This design comes from an exercise in tuning for small area and a short achievable clock period on the open sky130 flow, not from production work.
The RTL was checked by simulation tests, not by an equivalence proof against the original design.

$ cat design/flow/config.mk
export PLATFORM = sky130hd
export DESIGN_NAME = eqController
export DESIGN_NICKNAME = eqController
export VERILOG_FILES = /design/flow/design.v
export SDC_FILE = /design/flow/constraint.sdc
export NUM_CORES = 4
export LEC_CHECK = 0
export ABC_AREA = 1
export ABC_CLOCK_PERIOD_IN_PS = 2500
export CAP_MARGIN = 20
export CORE_MARGIN = 2
export CORE_UTILIZATION = 40
export PLACE_DENSITY = 0.6
export SETUP_SLACK_MARGIN = 4
export SLEW_MARGIN = 20
$ cat design/flow/constraint.sdc
create_clock -name core_clock -period 7.0 [get_ports {S_AXI_ACLK}]
set_input_delay 1.4000 -clock core_clock [delete_from_list [all_inputs] [get_ports {S_AXI_ACLK}]]
set_output_delay 1.4000 -clock core_clock [all_outputs]
set_load 0.01 [all_outputs]
$ cat design/flow/design.v
module eqController #(
    parameter int ADDR_WIDTH     = 6,
    parameter int GAIN_FRAC_BITS = 14
) (
    input  logic                  S_AXI_ACLK,
    input  logic                  S_AXI_ARESETN,
    input  logic                  wr,
    input  logic [ADDR_WIDTH-1:0] wrAddr,
    input  logic [31:0]           wrData,
    output logic                  adcReq,
    output logic [15:0]           adcCmd,
    input  logic                  adcAck,
    input  logic [15:0]           adcData,
    output logic                  dacReq,
    output logic [31:0]           dacWord,
    input  logic                  dacAck
);
    logic        enable;
    logic [15:0] gain0, gain1;
    always_ff @(posedge S_AXI_ACLK) begin
        if (!S_AXI_ARESETN) begin
            enable <= 1'b0;
            gain0  <= 16'h4000;
            gain1  <= 16'h4000;
        end else if (wr) begin
            case (wrAddr)
                ADDR_WIDTH'(4): enable <= wrData[0];
                ADDR_WIDTH'(6): gain0  <= wrData[15:0];
                ADDR_WIDTH'(7): gain1  <= wrData[15:0];
                default: ;
            endcase
        end
    end
    localparam logic [3:0] S_IDLE = 4'd0;
    localparam logic [3:0] S_AREQ = 4'd1;
    localparam logic [3:0] S_AREL = 4'd2;
    localparam logic [3:0] S_C0   = 4'd3;
    localparam logic [3:0] S_C1   = 4'd4;
    localparam logic [3:0] S_C2   = 4'd5;
    localparam logic [3:0] S_C3   = 4'd6;
    localparam logic [3:0] S_DREQ = 4'd7;
    localparam logic [3:0] S_DREL = 4'd8;
    localparam logic [3:0] S_N1   = 4'd9;
    localparam logic [3:0] S_NX   = 4'd10;
    logic [3:0] state;
    logic       chan;
    always_ff @(posedge S_AXI_ACLK) begin
        if (!S_AXI_ARESETN) begin
            state <= S_IDLE;
            chan  <= 1'b0;
        end else begin
            case (state)
                S_IDLE: if (enable) state <= S_AREQ;
                S_AREQ: if (adcAck) state <= S_AREL;
                S_AREL: if (!adcAck) state <= S_C0;
                S_C0:   state <= S_C1;
                S_C1:   state <= S_C2;
                S_C2:   state <= S_C3;
                S_C3:   state <= S_DREQ;
                S_DREQ: if (dacAck) state <= S_DREL;
                S_DREL: if (!dacAck) state <= S_N1;
                S_N1: begin
                    state <= S_NX;
                    chan  <= !chan;
                end
                S_NX:   state <= enable ? S_AREQ : S_IDLE;
                default: state <= S_IDLE;
            endcase
        end
    end
    assign adcReq = (state == S_AREQ);
    assign dacReq = (state == S_DREQ);
    logic [15:0] s;
    logic [16:0] sx;
    always_ff @(posedge S_AXI_ACLK) s <= {~adcData[15], adcData[14:0]};
    assign sx = {s[15], s};
    logic        hit;
    logic [15:0] gNext;
    assign hit   = wr && (wrAddr == ADDR_WIDTH'({5'd3, chan}));
    assign gNext = hit ? wrData[15:0] : (chan ? gain1 : gain0);
    logic [10:0] gHi;
    always_ff @(posedge S_AXI_ACLK) begin
        if (state == S_C0) gHi <= gNext[15:5];
    end
    logic [6:0] win;
    always_comb begin
        case (state)
            S_C0:    win = {gNext[5:0], 1'b0};
            S_C1:    win = gHi[6:0];
            default: win = {gHi[10], gHi[10], gHi[10:6]};
        endcase
    end
    logic [2:0] dNeg, dOne, dTwo;
    always_ff @(posedge S_AXI_ACLK) begin
        for (int k = 0; k < 3; k++) begin
            logic [2:0] w;
            w = win[2*k +: 3];
            dNeg[k] <= w[2] & ~(w[1] & w[0]);
            dOne[k] <= w[1] ^ w[0];
            dTwo[k] <= (w[2] & ~w[1] & ~w[0]) | (~w[2] & w[1] & w[0]);
        end
    end
    logic [16:0] p0, p1, p2;
    assign p0 = (({17{dOne[0]}} & sx) | ({17{dTwo[0]}} & {sx[15:0], 1'b0})) ^ {17{dNeg[0]}};
    assign p1 = (({17{dOne[1]}} & sx) | ({17{dTwo[1]}} & {sx[15:0], 1'b0})) ^ {17{dNeg[1]}};
    assign p2 = (({17{dOne[2]}} & sx) | ({17{dTwo[2]}} & {sx[15:0], 1'b0})) ^ {17{dNeg[2]}};
    logic [19:0] acc;
    logic        first;
    logic [15:0] A;
    logic        Ahi;
    assign first = (state == S_C1);
    always_comb begin
        A      = acc[19:4] & {16{~first}};
        A[4]   = first ? dNeg[2] : acc[8];
        A[10]  = first ? (gHi[6] & ~(gHi[5] & gHi[4])) : acc[14];
        Ahi    = ~A[15];
    end
    wire fs0 = dNeg[0] ^ A[0];
    wire fc0 = dNeg[0] & A[0];
    wire fs1 = A[1] ^ fc0;
    wire fc1 = A[1] & fc0;
    wire fs2 = dNeg[1] ^ A[2] ^ fc1;
    wire fc2 = (dNeg[1] & A[2]) | (dNeg[1] & fc1) | (A[2] & fc1);
    wire fs3 = p0[2] ^ p1[0];
    wire fc3 = p0[2] & p1[0];
    wire fs4 = A[3] ^ p0[3] ^ p1[1];
    wire fc4 = (A[3] & p0[3]) | (A[3] & p1[1]) | (p0[3] & p1[1]);
    wire fs5 = fc3 ^ fc2;
    wire fc5 = fc3 & fc2;
    wire fs6 = A[4] ^ p0[4] ^ p1[2];
    wire fc6 = (A[4] & p0[4]) | (A[4] & p1[2]) | (p0[4] & p1[2]);
    wire fs7 = p2[0] ^ fc4 ^ fs6;
    wire fc7 = (p2[0] & fc4) | (p2[0] & fs6) | (fc4 & fs6);
    wire fs8 = A[5] ^ p0[5] ^ p1[3];
    wire fc8 = (A[5] & p0[5]) | (A[5] & p1[3]) | (p0[5] & p1[3]);
    wire fs9 = p2[1] ^ fc6 ^ fs8;
    wire fc9 = (p2[1] & fc6) | (p2[1] & fs8) | (fc6 & fs8);
    wire fs10 = A[6] ^ p0[6] ^ p1[4];
    wire fc10 = (A[6] & p0[6]) | (A[6] & p1[4]) | (p0[6] & p1[4]);
    wire fs11 = p2[2] ^ fc8 ^ fs10;
    wire fc11 = (p2[2] & fc8) | (p2[2] & fs10) | (fc8 & fs10);
    wire fs12 = A[7] ^ p0[7] ^ p1[5];
    wire fc12 = (A[7] & p0[7]) | (A[7] & p1[5]) | (p0[7] & p1[5]);
    wire fs13 = p2[3] ^ fc10 ^ fs12;
    wire fc13 = (p2[3] & fc10) | (p2[3] & fs12) | (fc10 & fs12);
    wire fs14 = A[8] ^ p0[8] ^ p1[6];
    wire fc14 = (A[8] & p0[8]) | (A[8] & p1[6]) | (p0[8] & p1[6]);
    wire fs15 = p2[4] ^ fc12 ^ fs14;
    wire fc15 = (p2[4] & fc12) | (p2[4] & fs14) | (fc12 & fs14);
    wire fs16 = A[9] ^ p0[9] ^ p1[7];
    wire fc16 = (A[9] & p0[9]) | (A[9] & p1[7]) | (p0[9] & p1[7]);
    wire fs17 = p2[5] ^ fc14 ^ fs16;
    wire fc17 = (p2[5] & fc14) | (p2[5] & fs16) | (fc14 & fs16);
    wire fs18 = A[10] ^ p0[10] ^ p1[8];
    wire fc18 = (A[10] & p0[10]) | (A[10] & p1[8]) | (p0[10] & p1[8]);
    wire fs19 = p2[6] ^ fc16 ^ fs18;
    wire fc19 = (p2[6] & fc16) | (p2[6] & fs18) | (fc16 & fs18);
    wire fs20 = A[11] ^ p0[11] ^ p1[9];
    wire fc20 = (A[11] & p0[11]) | (A[11] & p1[9]) | (p0[11] & p1[9]);
    wire fs21 = p2[7] ^ fc18 ^ fs20;
    wire fc21 = (p2[7] & fc18) | (p2[7] & fs20) | (fc18 & fs20);
    wire fs22 = A[12] ^ p0[12] ^ p1[10];
    wire fc22 = (A[12] & p0[12]) | (A[12] & p1[10]) | (p0[12] & p1[10]);
    wire fs23 = p2[8] ^ fc20 ^ fs22;
    wire fc23 = (p2[8] & fc20) | (p2[8] & fs22) | (fc20 & fs22);
    wire fs24 = A[13] ^ p0[13] ^ p1[11];
    wire fc24 = (A[13] & p0[13]) | (A[13] & p1[11]) | (p0[13] & p1[11]);
    wire fs25 = p2[9] ^ fc22 ^ fs24;
    wire fc25 = (p2[9] & fc22) | (p2[9] & fs24) | (fc22 & fs24);
    wire fs26 = A[14] ^ p0[14] ^ p1[12];
    wire fc26 = (A[14] & p0[14]) | (A[14] & p1[12]) | (p0[14] & p1[12]);
    wire fs27 = p2[10] ^ fc24 ^ fs26;
    wire fc27 = (p2[10] & fc24) | (p2[10] & fs26) | (fc24 & fs26);
    wire fs28 = A[15] ^ p0[15] ^ p1[13];
    wire fc28 = (A[15] & p0[15]) | (A[15] & p1[13]) | (p0[15] & p1[13]);
    wire fs29 = p2[11] ^ fc26 ^ fs28;
    wire fc29 = (p2[11] & fc26) | (p2[11] & fs28) | (fc26 & fs28);
    wire fs30 = Ahi ^ p1[14] ^ p2[12];
    wire fc30 = (Ahi & p1[14]) | (Ahi & p2[12]) | (p1[14] & p2[12]);
    wire fs31 = ~p0[16] ^ fc28 ^ fs30;
    wire fc31 = (~p0[16] & fc28) | (~p0[16] & fs30) | (fc28 & fs30);
    wire fs32 = p2[13] ^ ~p1[15] ^ fc30;
    wire fc32 = (p2[13] & ~p1[15]) | (p2[13] & fc30) | (~p1[15] & fc30);
    wire fs33 = p1[15] ^ p2[14] ^ ~p1[16];
    wire fc33 = (p1[15] & p2[14]) | (p1[15] & ~p1[16]) | (p2[14] & ~p1[16]);
    wire [21:0] csaX = {1'b1, p2[15], ~p2[15], fs33, fc31, fc29, fc27, fc25, fc23, fc21, fc19, fc17, fc15, fc13, fc11, fc9, fc7, fc5, fs4, fs3, fs1, fs0};
    wire [21:0] csaY = {1'b0, ~p2[16], fc33, fc32, fs32, fs31, fs29, fs27, fs25, fs23, fs21, fs19, fs17, fs15, fs13, fs11, fs9, fs7, fs5, fs2, p0[1], p0[0]};
    logic [21:0] sum;
    assign sum = csaX + csaY;
    always_ff @(posedge S_AXI_ACLK) begin
        if (state == S_C1 || state == S_C2 || state == S_C3) acc <= sum[21:2];
    end
    logic        ovf;
    logic [15:0] code;
    assign ovf  = (acc[17] != acc[16]) || (acc[17] != acc[15]);
    assign code = ovf ? {16{~acc[17]}} : {~acc[15], acc[14:0]};
    assign adcCmd  = {1'b1, chan, 14'd0};
    assign dacWord = {15'h0018, chan, code};
endmodule
$ cat design/flow/run.sh
#!/bin/bash
# synth_recipe.tcl (not shown) runs the flow's synth.tcl, then flattens the netlist and writes it again
# the make line also repeats each setting of config.mk as NAME=value (left out here)
make -C /OpenROAD-flow-scripts/flow DESIGN_CONFIG=/design/flow/config.mk WORK_HOME=/design/flow/orfs CLKGATE_MAP_FILE= SYNTH_SCRIPT=/design/flow/synth_recipe.tcl finish
==> results of run 1 <==
[state kept, by name, indices dropped and copies added, names as in the netlist]
signal,cells
acc,20
gain0,16
gain1,16
s,16
gHi,11
state,4
dNeg,3
dOne,3
dTwo,3
chan,1
enable,1
[path summary, 6_finish.rpt]
| path | end | slack [ns] | start |
|---|---|---|---|
| hold / removal | gain0[2]$_SDFFE_PN0P_ | 0.46 | gain0[2]$_SDFFE_PN0P_ |
| setup reg to reg | acc[18]$_DFFE_PP_ | 3.60 | dOne[1]$_DFF_P_ |
| hold reg to reg | gain0[2]$_SDFFE_PN0P_ | 0.46 | gain0[2]$_SDFFE_PN0P_ |
| setup / recovery | acc[18]$_DFFE_PP_ | 3.60 | dOne[1]$_DFF_P_ |
[final cells by class]
type	instances	area [sq um]	area share, %
Multi-Input combinational cell	644	4745	50.63
Clock buffer	9	225.2	2.403
Inverter	155	638.1	6.809
Tap cell	225	281.5	3.004
Sequential cell	94	2225	23.74
Clock inverter	7	86.33	0.9212
Timing Repair Buffer	129	1171	12.50
[cell usage after synthesis, types with 12 or more instances]
library cell,instances,area (sq um)
a21oi_1,33,165.2
nand2_1,151,566.8
o21ai_0,72,360.4
edfxtp_1,31,930.9
o22ai_1,45,281.5
buf_4,34,255.2
xor2_1,63,551.8
fa_1,30,600.6
a31oi_1,12,75.07
nand3_1,32,160.2
ha_1,27,337.8
inv_1,147,551.8
dfxtp_1,63,1261
nor2_1,107,401.6
[logic make-up after synthesis]
family | after synthesis | share of synthesized area, %
DFF | 94 | 31.49
muxes | 2 | 0.2876
and+or+nand+nor | 312 | 18.31
buffers and inverters | 212 | 13.68
AOI/OAI and AO/OA | 177 | 14.47
adders and majority gates | 57 | 13.48
other | 2 | 0.1079
xor gates and xnor gates | 65 | 8.178
[through the flow]
step / util [%] / instances
finish: 54.56 / 1263
global route: 54.56 / 1263
CTS: 52.04 / 1237
detailed placement: 46.31 / 1181
global placement: 46.31 / 1181
floorplan: - / 949
[layout by cell type (no fill, tap or decap), drive strengths merged, types with 12 or more instances in the layout]
| cell type | count |
|---|---|
| a21oi | 33 |
| a31oi | 12 |
| buf | 82 |
| clkdlybuf4s50 | 44 |
| conb | 30 |
| dfxtp | 63 |
| edfxtp | 31 |
| fa | 30 |
| ha | 27 |
| inv | 152 |
| nand2 | 153 |
| nand3 | 32 |
| nor2 | 110 |
| nor3 | 12 |
| o21ai | 75 |
| o22ai | 45 |
| xor2 | 63 |
[metal layers]
metal | wire length (um) | part of all wire [%]
met2 | 9406 | 50
met4 | 665 | 3.5
met3 | 864 | 4.6
met5 | 0 | 0
met1 | 8049 | 42
[worst reg2reg max path: cells and delay by family, from the launching register on]
kind / cells / cell delay (ns)
AND/OR/NAND/NOR: 5 / 0.36
adder cells (fa/ha/maj): 3 / 1.31
buffers and inverters: 3 / 0.27
flip-flops: 1 / 0.37
AO/OA/AOI/OAI: 4 / 0.69
XOR/XNOR: 1 / 0.17
[timing repair]
| item | CTS | global route |
|---|---|---|
| cloned | 1 | 1 |
| gates resized for setup | 142 | 105 |
| setup buffers | 39 | 25 |
| pin swaps | 50 | 42 |
| setup endpoints to repair | 54 | 58 |
==> flow_metrics.py, run 1 <==
metrics = {
    "placed_design": {
        "placed_cell_area_sq_um": 7955,
        "io_buffers": 62,
        "hpwl_mm": 13.39,
        "place.gp.congestion": 0.8658,
        "pre_cts_ws_ns": 3.244,
    },
    "clocking": {
        "worstSkewPairLatency_ns": 0.36,
        "clk_pin_slew_worst_paths_ns": 0.08,
        "cts_buffer_depth": 2,
        "hold_buffers": 0,
        "numCtsBuffers": 9,
        "h-tree-depth": 3,
        "cts_tree": "built",
        "cts_sinks": 94,
        "root_buffer": "clkbuf_16",
    },
    "critical_path": {
        "cp_max_fo": 15,
        "r2r_cells": 16,
        "cp.depth": 16,
        "criticalPathCategory": "flip-flop to flip-flop",
        "cp.required_ns": 7.12,
        "crit_family": "adder cells",
        "critical_path.max_stage_delay_ns": 0.55,
        "cp-end-kind": "flip-flop",
        "critPathBufInv": 3,
        "cp_cell_sequence": "inv_8 -> o22ai_2 -> xor2_1 -> fa_1 -> inv_1 -> fa_1 -> inv_2 -> ha_4 -> a21o_1 -> o21bai_4 -> a21oi_2 -> nor2_1 -> nor2_1 -> nand2_1 -> nand2_1 -> nand2_1",
        "worst_path_most_repeated_cell": "nand2_1",
        "critPathArrivalTime_ns": 3.52,
        "crit_path_start_kind": "flip-flop",
        "critPathSlowestCell": "fa_1",
    },
    "sta": {
        "clock_skew_ns": 0.01045,
        "setup_viol": 0,
        "rsz0062_at_grt": "yes",
        "slew_headroom_pct": 61.13,
        "finalWorstSetupSlack_ns": 3.603,
        "fin_crit_ns": 3.397,
        "setup-tns-final_ns": 0,
        "min_period_over_period_pct": 48.53,
        "timing.fmax_mhz": 294.3,
        "worst_hold_slack_ns": 0.4607,
        "drv_slew": 0,
        "worstMarginPinSlew_ns": 0.5831,
        "hold_viol": 0,
    },
    "synthesis": {
        "synthFlopType": "dfxtp_1",
        "synth-seq-cells": 94,
        "syn_area_sq_um": 6962,
        "ys_seq_area_share_pct": 31.49,
        "synthCells": 921,
        "synth.avg_cell_area_sq_um": 7.559,
        "ys_warn_count": 1,
        "ys_async_sr_fraction_pct": 0,
        "ys_types": 38,
        "synth_edf_count": 31,
    },
    "final_layout": {
        "nets": 1149,
        "final.fill_count": 1638,
        "syn_to_final_growth_pct": 34.62,
        "design_area_sq_um": 9371,
        "drive_gt1_share_pct": 26.69,
        "diodes": 0,
    },
    "detailed_routing": {
        "avgRoutedWirePerCell_um": 15.03,
        "viasPerCell": 4.981,
        "vias": 6291,
        "route.detailed.drc": 0,
        "ant_nets": 0,
        "drtIter0Drc": 367,
        "drt_wl_total_mm": 18.99,
        "dr.pass1.iters": 5,
    },
    "grt": {
        "grt.overflow.total": 0,
        "grt_use_met2_pct": 35.80,
        "antenna_found_initial": 0,
        "grtUsageMet1_pct": 25.69,
        "grt_use_total_pct": 20.75,
        "grt.busiest_layer": "met2",
        "grt_pass1_wl_mm": 29.74,
        "met3_usage_pct": 3.281,
        "grt_start_max_net_pins": 37,
        "grt_pass1_vias": 5969,
    },
    "hold_path": {
        "holdPathStages": 2,
        "min_path_type": "flip-flop to flip-flop",
    },
    "floorplan": {
        "rows": 48,
        "start_util_pct": 40.53,
        "io_pins": 109,
        "die_h_um": 135.9,
        "die_w_um": 135.9,
        "core_area_sq_um": 17180,
        "dieArea_sq_um": 18480,
    },
    "flow_run": {
        "cap_viol_max_count": 0,
    },
    "status": {
        "outcome": "timing/DRC/antenna clean",
    },
}
==> inputs of run 2 (changes only) <==
--- a/design/flow/config.mk
+++ b/design/flow/config.mk
@@ -6,10 +6,9 @@
 export NUM_CORES = 4
 export LEC_CHECK = 0
 export ABC_AREA = 1
-export ABC_CLOCK_PERIOD_IN_PS = 2500
 export CAP_MARGIN = 20
 export CORE_MARGIN = 2
 export CORE_UTILIZATION = 40
 export PLACE_DENSITY = 0.6
-export SETUP_SLACK_MARGIN = 4
+export SETUP_SLACK_MARGIN = 5
 export SLEW_MARGIN = 20
==> run 2 against run 1 <==
  * Largest cell class unchanged
  * Clock skew increased by 0.0023 ns
  * First-iteration DRC count increased by 25%
  * Critical path type unchanged
  * Utilization increased by 8.5 points
  * Die area unchanged
  * Cell count increased by 4.1%
  * Area after synthesis unchanged
  * Fmax decreased by 1.5%
  * Global-route usage increased by 3.2 points
  * Sequential share of layout area decreased by 3.2 points
==> flow_metrics.py, run 2 <==
metrics = {
    "status": {
        "outcome": "timing/DRC/antenna clean",
    },
    "floorplan": {
        "die_w_um": 135.9,
        "rows": 48,
        "dieArea_sq_um": 18480,
        "start_util_pct": 40.53,
        "core_area_sq_um": 17180,
        "die_h_um": 135.9,
        "io_pins": 109,
    },
    "synthesis": {
        "synth_edf_count": 31,
        "yosysMostFrequentCell": "nand2_1",
        "ys_warn_count": 1,
        "yosys-top-cells-count": "nand2_1 (151), inv_1 (147), nor2_1 (107), o21ai_0 (72)",
        "synth.avg_cell_area_sq_um": 7.559,
        "ys_async_sr_fraction_pct": 0,
        "syn_area_sq_um": 6962,
        "synthCells": 921,
        "ys_seq_area_share_pct": 31.49,
        "synth-seq-cells": 94,
        "synthFlopType": "dfxtp_1",
        "synthTopCellsByArea": "dfxtp_1 (18%), edfxtp_1 (13%), fa_1 (8.6%)",
        "yosysTopAreaCellShare_pct": 18.12,
        "synth_top_cell_by_area": "dfxtp_1",
        "ys_types": 38,
    },
    "sta": {
        "drv_slew": 0,
        "rsz0062_at_grt": "yes",
        "setup-tns-final_ns": 0,
        "slew_headroom_pct": 59.18,
        "hold_viol": 0,
        "finalWorstSetupSlack_ns": 3.551,
        "timing.fmax_mhz": 290.0,
        "min_period_over_period_pct": 49.27,
        "worstMarginPinSlew_ns": 0.6059,
        "fin_crit_ns": 3.449,
        "worst_hold_slack_ns": 0.4630,
        "setup_viol": 0,
        "clock_skew_ns": 0.01270,
    },
    "final_layout": {
        "max_flop_register": "acc",
        "largest_reg_flops": 20,
        "syn_to_final_growth_pct": 55.70,
        "layout.cells.most_common": "inv_1",
        "final_util_pct": 63.10,
        "diodes": 0,
        "drive_gt1_share_pct": 43.39,
        "final.fill_count": 1378,
        "layout_common_cells": "inv_1 (106), nand2_1 (103), xor2_1 (60), nor2_1 (59), buf_4 (55)",
        "nets": 1201,
    },
    "placed_design": {
        "io_buffers": 62,
        "pre_cts_ws_ns": 3.254,
        "hpwl_mm": 13.42,
        "place.gp.congestion": 0.8486,
    },
    "grt": {
        "grt.overflow.total": 0,
        "grtUsageMet1_pct": 29.35,
        "grt_use_total_pct": 23.96,
        "grt_pass1_wl_mm": 34.22,
        "grt_use_met2_pct": 43.01,
        "grt_pass1_vias": 6573,
        "grt_start_max_net_pins": 37,
        "met3_usage_pct": 4.176,
        "antenna_found_initial": 0,
        "grt.busiest_layer": "met2",
    },
    "detailed_routing": {
        "ant_nets": 0,
        "vias": 6823,
        "drtIter0Drc": 457,
        "viasPerCell": 5.189,
        "drt_wl_total_mm": 22.69,
        "avgRoutedWirePerCell_um": 17.25,
        "dr.pass1.iters": 5,
        "route.detailed.drc": 0,
    },
    "hold_path": {
        "min_delay_worst_endpoint": "gain1[14]$_SDFFE_PN1P_",
        "min_from": "gain1[14]$_SDFFE_PN1P_",
        "min_path_type": "flip-flop to flip-flop",
        "holdPathStages": 2,
    },
    "clocking": {
        "hold_buffers": 0,
        "numCtsBuffers": 9,
        "cts_sinks": 94,
        "h-tree-depth": 3,
        "cts_buffer_depth": 2,
        "cts_tree": "built",
        "worstSkewPairLatency_ns": 0.36,
        "root_buffer": "clkbuf_16",
        "clk_pin_slew_worst_paths_ns": 0.08,
    },
    "critical_path": {
        "cp.required_ns": 7.12,
        "critPathSlowestCell": "fa_1",
        "reg2reg_from": "s[5]$_DFF_P_",
        "cp-end-kind": "flip-flop",
        "cp_max_fo": 6,
        "worst_path_most_repeated_cell": "nand2_1",
        "reg2reg_slack_ns": 3.55,
        "crit_family": "adder cells",
        "crit_path_start_kind": "flip-flop",
        "critPathArrivalTime_ns": 3.57,
        "critPathBufInv": 3,
        "r2r_cells": 18,
        "critical_path.max_stage_delay_ns": 0.56,
        "criticalPathCategory": "flip-flop to flip-flop",
        "reg2reg_to": "acc[13]$_DFFE_PP_",
        "cp_cell_sequence": "inv_1 -> o22ai_1 -> xor2_1 -> fa_1 -> inv_1 -> fa_1 -> inv_2 -> ha_4 -> nand2_1 -> nand2_2 -> nand2_1 -> nand2_1 -> o21bai_4 -> a21o_1 -> nand2_1 -> nand2_1 -> nand2_1 -> nand2_1",
    },
    "flow_run": {
        "cap_viol_max_count": 0,
    },
}
-- run 2: cell counts after synthesis --
Identical to the previous run, type by type.
-- run 2: cell families after synthesis --
kind of cell	count (synthesis)	synth area share, %
other	2	0.1079
DFF	94	31.49
adders and majority gates	57	13.48
AOI/OAI and AO/OA	177	14.47
xor gates and xnor gates	65	8.178
and+or+nand+nor	312	18.31
buffers and inverters	212	13.68
muxes	2	0.2876
-- run 2: what timing repair did --
item / 4_1_cts / 5_1_grt
resized for setup: 365 / 161
gates cloned: 12 / 0
buffers inserted: 94 / 12
pin swaps: 119 / 67
endpoints found under the setup margin: 97 / 97
-- run 2: worst register-to-register path: stages, from the launching register on --
cell      delay, ns
dfxtp_1        0.30
inv_1          0.23
o22ai_1        0.14
xor2_1         0.19
fa_1           0.56
inv_1          0.05
fa_1           0.49
inv_2          0.05
ha_4           0.26
nand2_1        0.08
nand2_2        0.09
nand2_1        0.07
nand2_1        0.05
o21bai_4       0.17
a21o_1         0.18
nand2_1        0.09
nand2_1        0.07
nand2_1        0.08
nand2_1        0.06
-- run 2: metal layers --
metal / share of wire, % / wire [um] / vias up
met5: 0 / 0 / -
met4: 2.9 / 647 / 0
met3: 4.7 / 1069 / 53
met2: 51 / 11630 / 225
met1: 41 / 9341 / 3300
li1: - / - / 3245
-- run 2: layout make-up --
| type | instances | area, sq um | area share, % |
|---|---|---|---|
| Clock buffer | 9 | 225.2 | 2.078 |
| Timing Repair inverter | 3 | 38.79 | 0.3578 |
| Tap cell | 225 | 281.5 | 2.597 |
| Timing Repair Buffer | 173 | 1725 | 15.92 |
| Inverter | 155 | 688.2 | 6.349 |
| Multi-Input combinational cell | 649 | 5567 | 51.36 |
| Clock inverter | 7 | 86.33 | 0.7965 |
| Sequential cell | 94 | 2227 | 20.55 |
-- run 2: worst max-delay path by stage --
stage | start | to | slack (ns) | depth (start not counted)
global route | dTwo[1]$_DFF_P_ | acc[18]$_DFFE_PP_ | 3.46 | 17
global placement | state[0]$_SDFFE_PN0P_ | acc[18]$_DFFE_PP_ | 3.25 | 17
finish | s[5]$_DFF_P_ | acc[13]$_DFFE_PP_ | 3.55 | 18
CTS | dTwo[1]$_DFF_P_ | acc[18]$_DFFE_PP_ | 3.66 | 17
floorplan | state[2]$_SDFFE_PN0P_ | acc[18]$_DFFE_PP_ | 3.83 | 19
detailed placement | state[2]$_SDFFE_PN0P_ | acc[13]$_DFFE_PP_ | 3.25 | 20
-- run 2: per-stage QoR --
step | area, sq um | instances
3_5_place_dp | 8124 | 1181
6_report | 10840 | 1315
2_1_floorplan | 7632 | 949
3_3_place_gp | 8129 | 1181
4_1_cts | 10180 | 1303
5_1_grt | 10840 | 1315
==> inputs of run 3 (changes only) <==
--- a/design/flow/config.mk
+++ b/design/flow/config.mk
@@ -8,7 +8,8 @@
 export ABC_AREA = 1
 export CAP_MARGIN = 20
 export CORE_MARGIN = 2
-export CORE_UTILIZATION = 40
-export PLACE_DENSITY = 0.6
-export SETUP_SLACK_MARGIN = 5
+export CORE_UTILIZATION = 55
+export CTS_BUF_LIST = sky130_fd_sc_hd__clkbuf_4 sky130_fd_sc_hd__clkbuf_8
+export PLACE_DENSITY = 0.75
+export SETUP_SLACK_MARGIN = 3
 export SLEW_MARGIN = 20
==> run 3 against run 2 <==
  * Die area shrank 27%
  * Setup slack lost 0.35 ns
  * Sequential share of layout area grew 7.1 points
  * Routed wire length shrank 29%
  * Flip-flop and latch count is the same
  * First-iteration DRC count shrank 18%
  * Clock-buffer cell count grew 1
  * Clock skew is essentially flat
  * Global-route usage grew 0.90 points
  * Largest cell class unchanged
==> flow_metrics.py, run 3 <==
metrics = {
    "status": {
        "outcome": "timing/DRC/antenna clean",
    },
    "detailed_routing": {
        "drt_wl_total_mm": 16.16,
        "viasPerCell": 5.233,
        "dr.pass1.iters": 5,
        "ant_nets": 0,
        "vias": 6060,
        "route.detailed.drc": 0,
        "avgRoutedWirePerCell_um": 13.96,
        "drtIter0Drc": 375,
    },
    "critical_path": {
        "worstSetupEndpoint": "acc[13]$_DFFE_PP_",
        "cp.required_ns": 7.14,
        "reg2reg_to": "acc[13]$_DFFE_PP_",
        "cp-startpoint": "dOne[1]$_DFF_P_",
        "reg2reg_from": "dOne[1]$_DFF_P_",
        "cp_max_fo": 6,
        "crit_path_start_kind": "flip-flop",
        "r2r_cells": 17,
        "reg2reg_slack_ns": 3.20,
        "cp-end-kind": "flip-flop",
        "criticalPathCategory": "flip-flop to flip-flop",
        "critPathArrivalTime_ns": 3.94,
    },
    "final_layout": {
        "layout_common_cells": "nand2_1 (150), inv_1 (143), nor2_1 (104), o21ai_0 (72), xor2_1 (63)",
        "syn_to_final_growth_pct": 14.23,
        "layout.cells.most_common": "nand2_1",
        "diodes": 0,
        "final_util_pct": 63.80,
        "final.fill_count": 1139,
        "nets": 1097,
        "max_flop_register": "acc",
        "drive_gt1_share_pct": 7.201,
        "largest_reg_flops": 20,
    },
    "clocking": {
        "clk_pin_slew_worst_paths_ns": 0.10,
        "h-tree-depth": 3,
        "cts_sinks": 94,
        "hold_buffers": 0,
        "root_buffer": "clkbuf_8",
        "numCtsBuffers": 9,
        "worstSkewPairLatency_ns": 0.38,
        "cts_buffer_depth": 2,
        "cts_tree": "built",
    },
    "synthesis": {
        "ys_seq_area_share_pct": 31.49,
        "ys_warn_count": 1,
        "synthTopCellsByArea": "dfxtp_1 (18%), edfxtp_1 (13%), fa_1 (8.6%)",
        "synth_edf_count": 31,
        "synthCells": 921,
        "yosysMostFrequentCell": "nand2_1",
        "synthFlopType": "dfxtp_1",
        "yosysTopAreaCellShare_pct": 18.12,
        "synth.avg_cell_area_sq_um": 7.559,
        "syn_area_sq_um": 6962,
        "ys_types": 38,
        "yosys-top-cells-count": "nand2_1 (151), inv_1 (147), nor2_1 (107), o21ai_0 (72)",
        "synth_top_cell_by_area": "dfxtp_1",
        "ys_async_sr_fraction_pct": 0,
        "synth-seq-cells": 94,
    },
    "floorplan": {
        "die_w_um": 116.5,
        "die_h_um": 116.5,
        "dieArea_sq_um": 13570,
        "rows": 41,
        "start_util_pct": 55.85,
        "core_area_sq_um": 12470,
        "io_pins": 109,
    },
    "placed_design": {
        "hpwl_mm": 12.07,
        "pre_cts_ws_ns": 2.728,
        "place.gp.congestion": 0.9221,
        "io_buffers": 62,
    },
    "sta": {
        "timing.fmax_mhz": 263.1,
        "rsz0062_at_grt": "no",
        "clock_skew_ns": 0.01236,
        "setup_viol": 0,
        "drv_slew": 0,
        "worstMarginPinSlew_ns": 1.083,
        "worst_hold_slack_ns": 0.4595,
        "min_period_over_period_pct": 54.29,
        "hold_viol": 0,
        "slew_headroom_pct": 27.59,
        "finalWorstSetupSlack_ns": 3.200,
        "setup-tns-final_ns": 0,
        "fin_crit_ns": 3.800,
    },
    "hold_path": {
        "holdPathStages": 2,
        "min_from": "gain0[2]$_SDFFE_PN0P_",
        "min_path_type": "flip-flop to flip-flop",
    },
    "grt": {
        "antenna_found_initial": 0,
        "grt_pass1_vias": 5606,
        "grt_start_max_net_pins": 37,
        "grt.overflow.total": 0,
        "grt_pass1_wl_mm": 26.14,
        "grt_use_total_pct": 24.86,
    },
    "flow_run": {
        "cap_viol_max_count": 0,
    },
}
-- run 3: worst min-delay path by stage --
stage	end
detailed placement	gain0[2]$_SDFFE_PN0P_
floorplan	gain0[0]$_SDFFE_PN0P_
global placement	gain0[2]$_SDFFE_PN0P_
CTS	gain0[2]$_SDFFE_PN0P_
global route	gain0[1]$_SDFFE_PN0P_
finish	gain0[2]$_SDFFE_PN0P_
-- run 3: repair_timing --
action                                  in CTS  in global routing
setup buffers                                0                 14
resized for setup                            6                 19
pin swaps                                    0                  2
cloned                                       0                  0
endpoints found under the setup margin      12                 10
endpoints found under the hold margin        0                  0
-- run 3: cell families (layout without fill, tap and decap cells) --
logic type / Yosys count / in the layout / share of synthesized area, %
simple gates: 312 / 312 / 18.31
buf+inv: 212 / 249 / 13.68
compound gates: 177 / 177 / 14.47
flops: 94 / 94 / 31.49
xor+xnor: 65 / 65 / 8.178
fa+ha+maj: 57 / 57 / 13.48
other cells: 2 / 30 / 0.1079
mux: 2 / 2 / 0.2876
-- run 3: final cells by class --
class	count	area, sq um	area share [%]
inverter	155	623.1	7.835
multi-input combinational	643	3968	49.89
timing repair buffer	78	753.2	9.471
tap	172	215.2	2.706
clock inverter	6	53.80	0.6765
clock buffer	10	137.6	1.731
sequential	94	2202	27.69
-- run 3: metal layers --
layer / share of wire (%) / wire length [um] / vias to the layer above / GRT usage [%]
met4: 4.3 / 692 / 0 / 14.21
met3: 3.8 / 622 / 48 / 3.581
met2: 50 / 8114 / 187 / 43.76
li1: - / - / 3018 / -
met1: 42 / 6733 / 2807 / 28.96
met5: 0 / 0 / - / 0
-- run 3: worst max-delay path, stage by stage (launching register included) --
cell and delay [ns]:
dfxtp_2 0.39, clkinvlp_4 0.14, buf_4 0.18, o22ai_1 0.19, xor2_1 0.11, fa_1 0.54, inv_1 0.05, fa_1 0.53
inv_1 0.04, ha_1 0.40, nand2_1 0.17, nor2_1 0.14, inv_1 0.08, o21bai_1 0.24, a21o_1 0.17, nand2_1 0.08
nand3_1 0.07, nand2_1 0.05
-- run 3: through the flow --
step / cells / area [sq um]
2_1_floorplan: 949 / 7067
3_3_place_gp: 1128 / 7564
3_5_place_dp: 1128 / 7564
4_1_cts: 1144 / 7770
5_1_grt: 1158 / 7953
6_report: 1158 / 7953
==> inputs of run 4 (changes only) <==
--- a/design/flow/config.mk
+++ b/design/flow/config.mk
@@ -11,5 +11,5 @@
 export CORE_UTILIZATION = 55
 export CTS_BUF_LIST = sky130_fd_sc_hd__clkbuf_4 sky130_fd_sc_hd__clkbuf_8
 export PLACE_DENSITY = 0.75
-export SETUP_SLACK_MARGIN = 3
+export SETUP_SLACK_MARGIN = 2.5
 export SLEW_MARGIN = 20
==> run 4 against run 3 <==
  * Area after synthesis stayed put
  * Register-to-register slack got worse by 0.31 ns
==> flow_metrics.py, run 4 <==
metrics = {
    "detailed_routing": {
        "vias": 5953,
        "route.detailed.drc": 0,
        "viasPerCell": 5.204,
        "drt_wl_total_mm": 15.83,
        "avgRoutedWirePerCell_um": 13.83,
        "dr.pass1.iters": 5,
        "ant_nets": 0,
        "drtIter0Drc": 363,
    },
    "synthesis": {
        "synthTopCellsByArea": "dfxtp_1 (18%), edfxtp_1 (13%), fa_1 (8.6%)",
        "synth-seq-cells": 94,
        "synthFlopType": "dfxtp_1",
        "synthCells": 921,
        "ys_warn_count": 1,
        "synth_top_cell_by_area": "dfxtp_1",
        "ys_async_sr_fraction_pct": 0,
        "yosysMostFrequentCell": "nand2_1",
        "ys_types": 38,
        "yosys-top-cells-count": "nand2_1 (151), inv_1 (147), nor2_1 (107), o21ai_0 (72)",
        "synth_edf_count": 31,
        "synth.avg_cell_area_sq_um": 7.559,
        "syn_area_sq_um": 6962,
        "yosysTopAreaCellShare_pct": 18.12,
        "ys_seq_area_share_pct": 31.49,
    },
    "critical_path": {
        "criticalPathCategory": "flip-flop to flip-flop",
        "cp.required_ns": 7.14,
        "critPathArrivalTime_ns": 4.25,
        "cp_max_fo": 17,
        "crit_path_start_kind": "flip-flop",
        "cp-end-kind": "flip-flop",
    },
    "final_layout": {
        "layout_common_cells": "nand2_1 (150), inv_1 (147), nor2_1 (106), o21ai_0 (72)",
        "final.fill_count": 1163,
        "largest_reg_flops": 20,
        "layout.cells.most_common": "nand2_1",
        "diodes": 0,
        "seq_area_sq_um": 2192,
        "final_util_pct": 62.29,
        "drive_gt1_share_pct": 4.012,
        "syn_to_final_growth_pct": 11.54,
        "nets": 1083,
        "multiInputGateArea_sq_um": 3933,
        "max_flop_register": "acc",
    },
    "flow_run": {
        "cap_viol_max_count": 0,
    },
    "grt": {
        "grt.busiest_layer": "met2",
        "grt_pass1_vias": 5582,
        "grt_use_met2_pct": 43.68,
        "grt.overflow.total": 0,
        "met3_usage_pct": 3.529,
        "grt_use_total_pct": 24.82,
        "antenna_found_initial": 0,
        "grt_start_max_net_pins": 37,
        "grt_pass1_wl_mm": 26.06,
        "grtUsageMet1_pct": 28.99,
    },
    "sta": {
        "fin_crit_ns": 4.107,
        "rsz0062_at_grt": "no",
        "clock_skew_ns": 0.01415,
        "min_period_over_period_pct": 58.68,
        "drv_slew": 0,
        "timing.fmax_mhz": 243.5,
        "slew_headroom_pct": 28.76,
        "setup-tns-final_ns": 0,
        "worstMarginPinSlew_ns": 1.065,
        "hold_viol": 0,
        "setup_viol": 0,
    },
    "clocking": {
        "cts_buffer_depth": 2,
        "post_cts_buffers": 0,
        "cts_sinks": 94,
        "clk_pin_slew_worst_paths_ns": 0.10,
        "worstSkewPairLatency_ns": 0.38,
        "cts_tree": "built",
        "h-tree-depth": 3,
        "root_buffer": "clkbuf_8",
        "numCtsBuffers": 9,
    },
    "placed_design": {
        "place.gp.congestion": 0.9221,
        "io_buffers": 62,
        "hpwl_mm": 12.07,
    },
    "floorplan": {
        "core_area_sq_um": 12470,
        "die_w_um": 116.5,
        "rows": 41,
        "dieArea_sq_um": 13570,
        "io_pins": 109,
        "die_h_um": 116.5,
        "start_util_pct": 55.85,
    },
    "hold_path": {
        "min_path_type": "flip-flop to flip-flop",
    },
    "status": {
        "outcome": "timing/DRC/antenna clean",
    },
}
run 4: cell counts after synthesis:
No cell type changed its count.
run 4: per-layer routing:
layer / wire length, um / share of wire (%) / vias up
met2: 7802 / 49 / 198
met3: 713 / 4.5 / 56
met4: 777 / 4.9 / 0
met5: 0 / 0 / -
li1: - / - / 2989
met1: 6533 / 41 / 2710
run 4: what timing repair did:
item / in CTS / in global routing
gates resized for setup: 0 / 3
hold buffers: 0 / 0
endpoints found under the setup margin: 0 / 9
run 4: worst max-delay path, stage by stage, from the launching register on:
cell and delay [ns]:
dfxtp_1 0.37, nor2_1 0.21, nand2_2 0.27, inv_4 0.28, o21ai_0 0.20, fa_1 0.53, inv_1 0.06, fa_1 0.53
inv_1 0.04, ha_1 0.37, nand2_1 0.15, nor2_1 0.13, inv_1 0.06, nor3_1 0.26, a21o_1 0.21, nand2_1 0.08
nand3_1 0.07, nand2_1 0.05
run 4: cell families after synthesis:
logic type,synth area share (%)
XOR/XNOR,8.178
adder cells (fa/ha/maj),13.48
multiplexers,0.2876
AO/OA/AOI/OAI,14.47
other,0.1079
AND/OR/NAND/NOR,18.31
flip-flops,31.49
buffers and inverters,13.68
run 4: worst paths after layout:
| kind | startpoint | to | slack (ns) | cells after the start |
|---|---|---|---|---|
| setup / recovery | state[1]$_SDFFE_PN0P_ | acc[13]$_DFFE_PP_ | 2.89 | 17 |
| hold / removal | gain0[2]$_SDFFE_PN0P_ | gain0[2]$_SDFFE_PN0P_ | 0.46 | 2 |
| hold reg to reg | gain0[2]$_SDFFE_PN0P_ | gain0[2]$_SDFFE_PN0P_ | 0.46 | 2 |
| setup reg to reg | state[1]$_SDFFE_PN0P_ | acc[13]$_DFFE_PP_ | 2.89 | 17 |
run 4: layout make-up:
type	instances	area share, %
clock inverters	6	0.6929
inverters	155	7.702
multi-input cells	643	50.64
clock buffers	10	1.772
flip-flops and latches	94	28.23
repair buffers	64	8.186
well taps	172	2.772
run 4: stage by stage:
| step | cell area [sq um] | setup WS [ns] | cells | hold slack [ns] |
|---|---|---|---|---|
| after floorplan | 7067 | 3.437 | 949 | 0.4238 |
| after global placement | 7564 | 2.740 | 1128 | 0.4365 |
| after detailed placement | 7564 | 2.728 | 1128 | 0.4447 |
| after CTS | 7755 | 2.616 | 1144 | 0.4592 |
| after global routing | 7765 | 2.613 | 1144 | 0.5000 |
| final | 7765 | 2.893 | 1144 | 0.4594 |
==> inputs of run 5 (changes only) <==
--- a/design/flow/config.mk
+++ b/design/flow/config.mk
@@ -11,5 +11,5 @@
 export CORE_UTILIZATION = 55
 export CTS_BUF_LIST = sky130_fd_sc_hd__clkbuf_4 sky130_fd_sc_hd__clkbuf_8
 export PLACE_DENSITY = 0.75
-export SETUP_SLACK_MARGIN = 2.5
+export SETUP_SLACK_MARGIN = 2
 export SLEW_MARGIN = 20
==> run 5 against run 4 <==
  * Still clean on timing, DRC and antenna
  * Synthesized cell count unchanged
  * Utilization about the same
  * Cell count did not move
  * Clock skew hardly changed
  * Global-route usage stayed put
  * Routed wire length shrank 0.28%
  * Sequential share of layout area about the same
  * Flip-flop and latch count unchanged
  * Clock-buffer cell count unchanged
  * Critical endpoint unchanged
  * Largest cell class unchanged
==> flow_metrics.py, run 5 <==
metrics = {
    "critical_path": {
        "cp_max_fo": 17,
        "cp-end-kind": "flip-flop",
        "worst_path_most_repeated_cell": "nand2_1",
        "reg2reg_slack_ns": 2.62,
        "crit_path_start_kind": "flip-flop",
        "cp.required_ns": 7.14,
        "crit_family": "adder cells",
        "reg2reg_from": "state[1]$_SDFFE_PN0P_",
        "reg2reg_to": "acc[13]$_DFFE_PP_",
        "cp_cell_sequence": "nor2_1 -> nand2_1 -> inv_2 -> o21ai_0 -> fa_1 -> inv_1 -> fa_1 -> inv_1 -> ha_1 -> nand2_1 -> nor2_1 -> inv_1 -> nor3_1 -> a21o_1 -> nand2_1 -> nand3_1 -> nand2_1",
        "critPathArrivalTime_ns": 4.52,
        "critPathSlowestCell": "fa_1",
        "criticalPathCategory": "flip-flop to flip-flop",
        "r2r_cells": 17,
        "cp.depth": 17,
        "critPathBufInv": 4,
        "critical_path.max_stage_delay_ns": 0.53,
    },
    "final_layout": {
        "largest_reg_flops": 20,
        "design_area_sq_um": 7760,
        "drive_gt1_share_pct": 3.909,
        "layout_common_cells": "nand2_1 (151), inv_1 (147), nor2_1 (106), o21ai_0 (72)",
        "syn_to_final_growth_pct": 11.47,
        "diodes": 0,
        "nets": 1083,
        "max_flop_register": "acc",
        "layout.cells.most_common": "nand2_1",
        "final_cells": 1144,
    },
    "synthesis": {
        "yosysMostFrequentCell": "nand2_1",
        "synth_edf_count": 31,
        "synthTopCellsByArea": "dfxtp_1 (18%), edfxtp_1 (13%), fa_1 (8.6%)",
        "synth.avg_cell_area_sq_um": 7.559,
        "synthFlopType": "dfxtp_1",
        "synth-seq-cells": 94,
        "ys_types": 38,
        "ys_seq_area_share_pct": 31.49,
        "ys_async_sr_fraction_pct": 0,
        "syn_area_sq_um": 6962,
        "yosys-top-cells-count": "nand2_1 (151), inv_1 (147), nor2_1 (107), o21ai_0 (72)",
        "synthCells": 921,
        "yosysTopAreaCellShare_pct": 18.12,
        "ys_warn_count": 1,
        "synth_top_cell_by_area": "dfxtp_1",
    },
    "floorplan": {
        "die_h_um": 116.5,
        "core_area_sq_um": 12470,
        "start_util_pct": 55.85,
        "rows": 41,
        "io_pins": 109,
        "dieArea_sq_um": 13570,
        "die_w_um": 116.5,
    },
    "detailed_routing": {
        "avgRoutedWirePerCell_um": 13.80,
        "viasPerCell": 5.210,
        "route.detailed.drc": 0,
        "vias": 5960,
        "drtIter0Drc": 338,
        "dr.pass1.iters": 6,
        "ant_nets": 0,
        "drt_wl_total_mm": 15.78,
    },
    "flow_run": {
        "cap_viol_max_count": 0,
    },
    "clocking": {
        "post_cts_buffers": 0,
        "cts_buffer_depth": 2,
        "root_buffer": "clkbuf_8",
        "clk_pin_slew_worst_paths_ns": 0.10,
        "worstSkewPairLatency_ns": 0.38,
        "cts_sinks": 94,
        "h-tree-depth": 3,
        "numCtsBuffers": 9,
        "cts_tree": "built",
        "cts_resized": 0,
        "hold_buffers": 0,
    },
    "sta": {
        "hold_viol": 0,
        "setup-tns-final_ns": 0,
        "drv_slew": 0,
        "rsz0062_at_grt": "no",
        "min_period_over_period_pct": 62.61,
        "timing.fmax_mhz": 228.2,
        "fin_crit_ns": 4.383,
        "setup_viol": 0,
        "clock_skew_ns": 0.01373,
        "slew_headroom_pct": 30.61,
        "worstMarginPinSlew_ns": 1.038,
        "worst_hold_slack_ns": 0.4594,
    },
    "grt": {
        "grt.overflow.total": 0,
        "grt_start_max_net_pins": 37,
        "grt_pass1_vias": 5582,
        "grt_use_total_pct": 24.82,
        "grt_pass1_wl_mm": 26.06,
        "antenna_found_initial": 0,
    },
    "hold_path": {
        "min_path_type": "flip-flop to flip-flop",
        "holdPathStages": 2,
        "min_from": "gain0[2]$_SDFFE_PN0P_",
        "min_delay_worst_endpoint": "gain0[2]$_SDFFE_PN0P_",
    },
    "placed_design": {
        "hpwl_mm": 12.07,
        "io_buffers": 62,
        "place.gp.congestion": 0.9221,
        "placed_cell_area_sq_um": 7564,
        "placedCellCount": 1128,
    },
    "status": {
        "outcome": "timing/DRC/antenna clean",
    },
}
-- run 5: changes by cell type in the layout (fill, tap and decap cells not counted) --
cell	before	now
inv_2	6	7
inv_4	1	0
nand2_1	150	151
nand2_2	1	0
-- run 5: worst register-to-register path, delay by kind of cell (launching register included) --
family                     cells  cell delay [ns]
adders and majority gates      3             1.43
and+or+nand+nor                8             1.29
buffers and inverters          4             0.60
AOI/OAI and AO/OA              2             0.46
DFF                            1             0.37
-- run 5: logic make-up after synthesis --
group	synth area share, %
simple gates	18.31
buf+inv	13.68
compound gates	14.47
flops	31.49
xor+xnor	8.178
fa+ha+maj	13.48
other cells	0.1079
mux	0.2876
-- run 5: worst max-delay path by stage --
stage | start | to | slack (ns)
after global routing | state[1]$_SDFFE_PN0P_ | acc[13]$_DFFE_PP_ | 2.27
final | state[1]$_SDFFE_PN0P_ | acc[13]$_DFFE_PP_ | 2.62
after CTS | state[2]$_SDFFE_PN0P_ | acc[13]$_DFFE_PP_ | 2.62
after global placement | state[1]$_SDFFE_PN0P_ | acc[18]$_DFFE_PP_ | 2.74
after detailed placement | state[2]$_SDFFE_PN0P_ | acc[18]$_DFFE_PP_ | 2.73
after floorplan | state[2]$_SDFFE_PN0P_ | acc[13]$_DFFE_PP_ | 3.44
-- run 5: cell type report --
cell class	count	area [sq um]
fillers	1164	4706
multi-input cells	643	3930
flip-flops and latches	94	2192
repair buffers	64	635.6
inverters	155	595.6
well taps	172	215.2
clock buffers	10	137.6
clock inverters	6	53.80
-- run 5: stage by stage --
stage               worst slack (ns)  utilization (%)
floorplan                      3.437                -
global placement               2.740            60.67
detailed placement             2.728            60.67
CTS                            2.616            62.21
global route                   2.269            62.25
finish                         2.617            62.25
-- run 5: layer usage --
metal	part of all wire (%)	global-route usage, %	vias to the layer above	wire [um]
li1	-	-	2993	-
met2	50	43.68	194	7824
met4	4.7	14.05	0	734
met1	42	28.99	2720	6555
met5	0	0	-	0
met3	4.2	3.529	53	668
==> inputs of run 6 (changes only) <==
--- a/design/flow/config.mk
+++ b/design/flow/config.mk
@@ -11,5 +11,5 @@
 export CORE_UTILIZATION = 55
 export CTS_BUF_LIST = sky130_fd_sc_hd__clkbuf_4 sky130_fd_sc_hd__clkbuf_8
 export PLACE_DENSITY = 0.75
-export SETUP_SLACK_MARGIN = 2
+export SETUP_SLACK_MARGIN = 4
 export SLEW_MARGIN = 20
==> run 6 against run 5 <==
  * Final area is 17% higher
  * Flip-flop and latch count did not move
  * Global-route usage rose by 2.4 points
  * Area after synthesis unchanged
  * Still clean on timing, DRC and antenna
  * Routed wire length increased by 17%
  * Highest routed layer unchanged
==> flow_metrics.py, run 6 <==
metrics = {
    "synthesis": {
        "synth_adder_area_share_pct": 13.48,
        "synthXorXnorAreaFrac_pct": 8.178,
        "synth_edf_count": 31,
        "synth_compound_area_share_pct": 14.47,
        "yosysMostFrequentCell": "nand2_1",
        "synthCells": 921,
        "synthFlopType": "dfxtp_1",
        "yosysTopAreaCellShare_pct": 18.12,
        "ys_seq_area_share_pct": 31.49,
        "ys_warn_count": 1,
        "ys_async_sr_fraction_pct": 0,
        "synthTopCellsByArea": "dfxtp_1 (18%), edfxtp_1 (13%), fa_1 (8.6%)",
        "ys_types": 38,
        "syn_area_sq_um": 6962,
        "synth-seq-cells": 94,
        "synth.avg_cell_area_sq_um": 7.559,
        "synth_top_cell_by_area": "dfxtp_1",
        "yosys-top-cells-count": "nand2_1 (151), inv_1 (147), nor2_1 (107), o21ai_0 (72)",
        "synthMuxAreaShare_pct": 0.2876,
        "synth_top_family_by_area": "simple AND/OR/NAND/NOR gates",
        "yosys.area_share.simple_pct": 18.31,
    },
    "sta": {
        "fin_crit_ns": 3.420,
        "min_period_over_period_pct": 48.86,
        "slew_headroom_pct": 61.34,
        "rsz0062_at_grt": "yes",
        "timing.fmax_mhz": 292.4,
        "hold_viol": 0,
        "clock_skew_ns": 0.02149,
        "drv_slew": 0,
        "setup-tns-final_ns": 0,
        "setup_viol": 0,
        "worstMarginPinSlew_ns": 0.5793,
    },
    "final_layout": {
        "drive_gt1_share_pct": 24.49,
        "layout_common_cells": "inv_1 (129), nand2_1 (128), nor2_1 (98), o21ai_0 (55), xor2_1 (53)",
        "final.fill_count": 978,
        "final_cells": 1197,
        "syn_to_final_growth_pct": 30.16,
        "nets": 1136,
        "largest_reg_flops": 20,
        "max_flop_register": "acc",
        "diodes": 0,
        "layout.cells.most_common": "inv_1",
        "final_util_pct": 72.69,
    },
    "clocking": {
        "cts_buffer_depth": 2,
        "h-tree-depth": 3,
        "root_buffer": "clkbuf_8",
        "cts_tree": "built",
        "clk_pin_slew_worst_paths_ns": 0.09,
        "worstSkewPairLatency_ns": 0.39,
        "hold_buffers": 0,
        "numCtsBuffers": 9,
        "cts_sinks": 94,
    },
    "grt": {
        "grt.overflow.total": 0,
        "grt_pass1_vias": 6056,
        "grt_pass1_wl_mm": 28.61,
        "grt_use_total_pct": 27.25,
        "grt_start_max_net_pins": 37,
        "antenna_found_initial": 0,
    },
    "critical_path": {
        "critPathBufInv": 5,
        "criticalPathCategory": "flip-flop to flip-flop",
        "cp_max_fo": 14,
        "crit_family": "adder cells",
        "worst_path_most_repeated_cell": "inv_1",
        "critPathSlowestCell": "fa_1",
        "crit_path_start_kind": "flip-flop",
        "critPathArrivalTime_ns": 3.57,
        "cp-end-kind": "flip-flop",
        "cp.required_ns": 7.15,
        "critical_path.max_stage_delay_ns": 0.53,
        "cp_cell_sequence": "clkinvlp_4 -> buf_12 -> o22ai_2 -> xor2_1 -> fa_1 -> inv_1 -> fa_1 -> inv_1 -> ha_4 -> nand2_4 -> nor2_2 -> inv_1 -> o21bai_1 -> a21o_1 -> nand2_1 -> nand3_1 -> nand2_1",
    },
    "status": {
        "outcome": "timing/DRC/antenna clean",
    },
    "floorplan": {
        "core_area_sq_um": 12470,
        "dieArea_sq_um": 13570,
        "io_pins": 109,
        "die_h_um": 116.5,
        "rows": 41,
        "start_util_pct": 55.85,
        "die_w_um": 116.5,
    },
    "placed_design": {
        "place.gp.congestion": 0.9176,
        "placedCellCount": 1128,
        "io_buffers": 62,
        "hpwl_mm": 12.30,
    },
    "hold_path": {
        "min_path_type": "flip-flop to flip-flop",
    },
    "detailed_routing": {
        "dr.pass1.iters": 5,
        "avgRoutedWirePerCell_um": 15.41,
        "drtIter0Drc": 328,
        "vias": 6366,
        "route.detailed.drc": 0,
        "drt_wl_total_mm": 18.44,
        "ant_nets": 0,
        "viasPerCell": 5.318,
    },
    "flow_run": {
        "cap_viol_max_count": 0,
    },
}
[run 6: cell families (layout without fill, tap and decap cells)]
logic type,Yosys count,after routing
muxes,2,2
AOI/OAI and AO/OA,177,177
DFF,94,94
other,2,30
xor gates and xnor gates,65,65
and+or+nand+nor,312,313
buffers and inverters,212,287
adders and majority gates,57,57
[run 6: worst paths after layout]
path | start | cells after the start | slack, ns | end
setup / recovery | dTwo[0]$_DFF_P_ | 17 | 3.58 | acc[13]$_DFFE_PP_
setup reg to reg | dTwo[0]$_DFF_P_ | 17 | 3.58 | acc[13]$_DFFE_PP_
hold reg to reg | gain0[2]$_SDFFE_PN0P_ | 2 | 0.46 | gain0[2]$_SDFFE_PN0P_
hold / removal | gain0[2]$_SDFFE_PN0P_ | 2 | 0.46 | gain0[2]$_SDFFE_PN0P_
[run 6: area by class of cell]
type	instances	area (sq um)	area share (%)
inverter	155	638.1	7.042
sequential	94	2220	24.50
clock buffer	11	145.1	1.602
timing repair buffer	116	1044	11.52
multi-input combinational	644	4742	52.33
clock inverter	5	57.56	0.6352
tap	172	215.2	2.375
[run 6: through the flow]
step                      hold WS (ns)  area, sq um  setup WS, ns
after CTS                       0.4574         8577         3.661
after global placement          0.4396         7889         3.258
after global routing            0.4733         9061         3.403
after detailed placement        0.4439         7889         3.220
after floorplan                 0.4238         7435         3.830
final                           0.4579         9061         3.580
[run 6: repair_timing]
item                       CTS  global route
setup endpoints to repair   43            58
resized for setup          133            88
pin swaps                   24            28
buffers inserted            27            23
gates cloned                 2             1
[run 6: layer usage]
metal / up-vias / GRT usage (%) / part of all wire, %
met5: - / 0 / 0
met4: 0 / 15.00 / 4.2
met3: 51 / 4.307 / 5.1
met2: 225 / 49.30 / 52
met1: 2996 / 30.57 / 39
li1: 3094 / - / -
[run 6: worst reg2reg max path, stage by stage, from the launching register on]
cell        delay, ns
dfxtp_2          0.36
clkinvlp_4       0.10
buf_12           0.16
o22ai_2          0.18
xor2_1           0.13
fa_1             0.52
inv_1            0.06
fa_1             0.53
inv_1            0.06
ha_4             0.31
nand2_4          0.09
nor2_2           0.10
inv_1            0.06
o21bai_1         0.19
a21o_1           0.14
nand2_1          0.08
nand3_1          0.07
nand2_1          0.06
==> inputs of run 7 (changes only) <==
==> design/flow/flow/run.sh (new file) <==
#!/bin/bash
# Standard layout, with port buffers of a plain buffer cell.
cp standard.sh standard_copy.log
export BUFFER_PORTS_ARGS="-buffer_cell sky130_fd_sc_hd__buf_2"
bash standard.sh > standard.log 2>&1
==> design/flow/standard.sh (new file) <==
#!/bin/bash
# synth_recipe.tcl (not shown) runs the flow's synth.tcl, then flattens the netlist and writes it again
# the make line also repeats each setting of config.mk as NAME=value (left out here)
make -C /OpenROAD-flow-scripts/flow DESIGN_CONFIG=/design/flow/config.mk WORK_HOME=/design/flow/orfs CLKGATE_MAP_FILE= SYNTH_SCRIPT=/design/flow/synth_recipe.tcl "${@:-finish}"
removed: design/flow/run.sh
==> run 7 against run 6 <==
  * Via count down 0.39%
  * Routed wire length up 0.18%
  * Still clean on timing, DRC and antenna
  * Utilization down 2.6 points
  * Clock skew down 0.0089 ns
  * Synthesized cell count unchanged
  * Clock-buffer cell count down 1
  * Die area unchanged
  * Sequential share of layout area up 0.90 points
  * Fmax down 4.0%
  * Critical endpoint is now acc[12]$_DFFE_PP_
==> flow_metrics.py, run 7 <==
metrics = {
    "status": {
        "outcome": "timing/DRC/antenna clean",
    },
    "synthesis": {
        "synth_adder_area_share_pct": 13.48,
        "ys_async_sr_fraction_pct": 0,
        "ys_types": 38,
        "synth_top_cell_by_area": "dfxtp_1",
        "synthXorXnorAreaFrac_pct": 8.178,
        "yosys-top-cells-count": "nand2_1 (151), inv_1 (147), nor2_1 (107), o21ai_0 (72)",
        "synth.avg_cell_area_sq_um": 7.559,
        "synthTopCellsByArea": "dfxtp_1 (18%), edfxtp_1 (13%), fa_1 (8.6%)",
        "yosysMostFrequentCell": "nand2_1",
        "synthMuxAreaShare_pct": 0.2876,
        "synthCells": 921,
        "yosys.area_share.simple_pct": 18.31,
        "synth_edf_count": 31,
    },
    "final_layout": {
        "largest_reg_flops": 20,
        "design_area_sq_um": 8741,
        "final_cells": 1178,
        "diodes": 0,
        "layout_common_cells": "nand2_1 (125), inv_1 (121), nor2_1 (99), buf_2 (62), o21ai_0 (54)",
        "final.fill_count": 977,
        "max_flop_register": "acc",
        "layout.cells.most_common": "nand2_1",
        "nets": 1117,
    },
    "critical_path": {
        "critPathSlowestCell": "fa_1",
        "cp-startpoint": "dTwo[0]$_DFF_P_",
        "critPathBufInv": 5,
        "crit_path_start_kind": "flip-flop",
        "worst_path_most_repeated_cell": "nand2_2",
        "critical_path.max_stage_delay_ns": 0.52,
        "criticalPathCategory": "flip-flop to flip-flop",
        "cp-end-kind": "flip-flop",
        "reg2reg_from": "dTwo[0]$_DFF_P_",
    },
    "grt": {
        "grt.overflow.total": 0,
        "grt_start_max_net_pins": 37,
        "grt_pass1_wl_mm": 27.10,
        "antenna_found_initial": 0,
        "grt_use_total_pct": 26.14,
    },
    "sta": {
        "setup_viol": 0,
        "min_period_over_period_pct": 50.88,
        "slew_headroom_pct": 64.46,
        "drv_slew": 0,
        "rsz0062_at_grt": "yes",
        "fin_crit_ns": 3.561,
        "clock_skew_ns": 0.01256,
        "hold_viol": 0,
    },
    "floorplan": {
        "dieArea_sq_um": 13570,
        "die_w_um": 116.5,
    },
    "clocking": {
        "hold_buffers": 0,
        "root_buffer": "clkbuf_8",
        "numCtsBuffers": 9,
        "clk_pin_slew_worst_paths_ns": 0.11,
        "cts_sinks": 94,
        "cts_buffer_depth": 2,
        "worstSkewPairLatency_ns": 0.40,
    },
    "placed_design": {
        "pre_cts_ws_ns": 3.225,
        "placed_cell_area_sq_um": 7586,
        "placedCellCount": 1129,
        "hpwl_mm": 12.15,
        "io_buffers": 62,
    },
    "flow_run": {
        "cap_viol_max_count": 0,
    },
    "detailed_routing": {
        "drt_wl_total_mm": 18.48,
        "drtIter0Drc": 363,
    },
}
run 7: per-layer routing:
metal  part of all wire [%]  track usage (%)
met5                      0                0
met1                     38            28.96
met2                     52            48.22
met4                    4.5            13.17
met3                    5.5            4.307
run 7: final cells by class:
| class | instances | area, sq um | area share, % |
|---|---|---|---|
| clock buffers | 10 | 137.6 | 1.575 |
| multi-input cells | 643 | 4807 | 55.00 |
| flip-flops and latches | 94 | 2220 | 25.39 |
| repair inverters | 1 | 7.507 | 0.08589 |
| well taps | 172 | 215.2 | 2.462 |
| repair buffers | 97 | 650.6 | 7.443 |
| clock inverters | 6 | 66.31 | 0.7587 |
| inverters | 155 | 636.9 | 7.286 |
run 7: worst paths after layout:
check	to	depth (start not counted)
worst min-delay path	gain0[0]$_SDFFE_PN0P_	2
worst max-delay path	acc[12]$_DFFE_PP_	17
worst min register to register	gain0[0]$_SDFFE_PN0P_	2
worst max register to register	acc[12]$_DFFE_PP_	17
run 7: timing repair:
item / in CTS / in global routing
setup buffers: 13 / 18
cloned: 1 / 1
setup endpoints to repair: 34 / 38
endpoints found under the hold margin: 0 / 0
pin swaps: 23 / 49
gates resized for setup: 56 / 113
run 7: worst register-to-register path, stage by stage (launching register included):
cell	delay [ns]
dfxtp_4	0.41
clkinvlp_4	0.12
buf_12	0.16
o22ai_4	0.12
xor2_2	0.10
fa_1	0.52
inv_2	0.05
fa_1	0.52
inv_2	0.05
ha_4	0.25
buf_6	0.13
a21oi_4	0.16
o21ai_1	0.10
a21oi_1	0.20
nand2_2	0.13
nand2_2	0.10
nand2_2	0.05
xor2_1	0.17
run 7: metrics by stage:
step,hold slack [ns],utilization [%]
after CTS,0.4566,65.40
after detailed placement,0.4426,60.86
after floorplan,0.4238,-
after global routing,0.4797,70.12
final,0.4522,70.12
after global placement,0.4402,60.86
run 7: kinds of logic (layout without fill, tap and decap cells):
logic type / Yosys count / in the layout
xor gates and xnor gates: 65 / 65
DFF: 94 / 94
and+or+nand+nor: 312 / 312
muxes: 2 / 2
other: 2 / 30
AOI/OAI and AO/OA: 177 / 177
buffers and inverters: 212 / 269
adders and majority gates: 57 / 57

==> static timing again, ports no longer ideal <==
Ports are ideal in the flow. The routed layouts listed here were re-timed in OpenROAD.
Step 1 (the two cells are an assumption about what drives the block):
set clk [get_ports {S_AXI_ACLK}]
set_driving_cell -lib_cell sky130_fd_sc_hd__clkbuf_16 $clk
set_driving_cell -lib_cell sky130_fd_sc_hd__buf_2 [delete_from_list [all_inputs] $clk]
Step 2 adds t to the input delays and takes it off the output delays; t is the mean of the earliest and latest rising clock arrival at the registers after step 1. Input paths then give back, and output paths get back, about the clock's delay inside the block.
Three values: ideal, step 1, step 2; two values: the first two.
run | shift t [ns] | slack for setup (ns) | hold slack, ns | clock arrival spread, ns | worst slew at a driven data input, ns
run 1 | 0.401 | 3.603 / 3.603 / 3.603 | 0.461 / 0.461 / 0.461 | 0.011 / 0.011 | 0.05
run 2 | 0.396 | 3.551 / 3.551 / 3.551 | 0.463 / 0.463 / 0.463 | 0.012 / 0.013 | 0.07
run 3 | 0.409 | 3.200 / 3.200 / 3.200 | 0.459 / 0.459 / 0.459 | 0.013 / 0.013 | 0.03
run 4 | 0.407 | 2.893 / 2.893 / 2.893 | 0.459 / 0.459 / 0.459 | 0.015 / 0.015 | 0.03
run 5 | 0.407 | 2.617 / 2.617 / 2.617 | 0.459 / 0.459 / 0.459 | 0.015 / 0.015 | 0.03
run 6 | 0.414 | 3.580 / 3.580 / 3.580 | 0.458 / 0.458 / 0.458 | 0.021 / 0.021 | 0.04
run 7 | 0.430 | 3.439 / 3.439 / 3.439 | 0.452 / 0.452 / 0.452 | 0.014 / 0.014 | 0.04
After both steps every run listed still meets setup and hold.
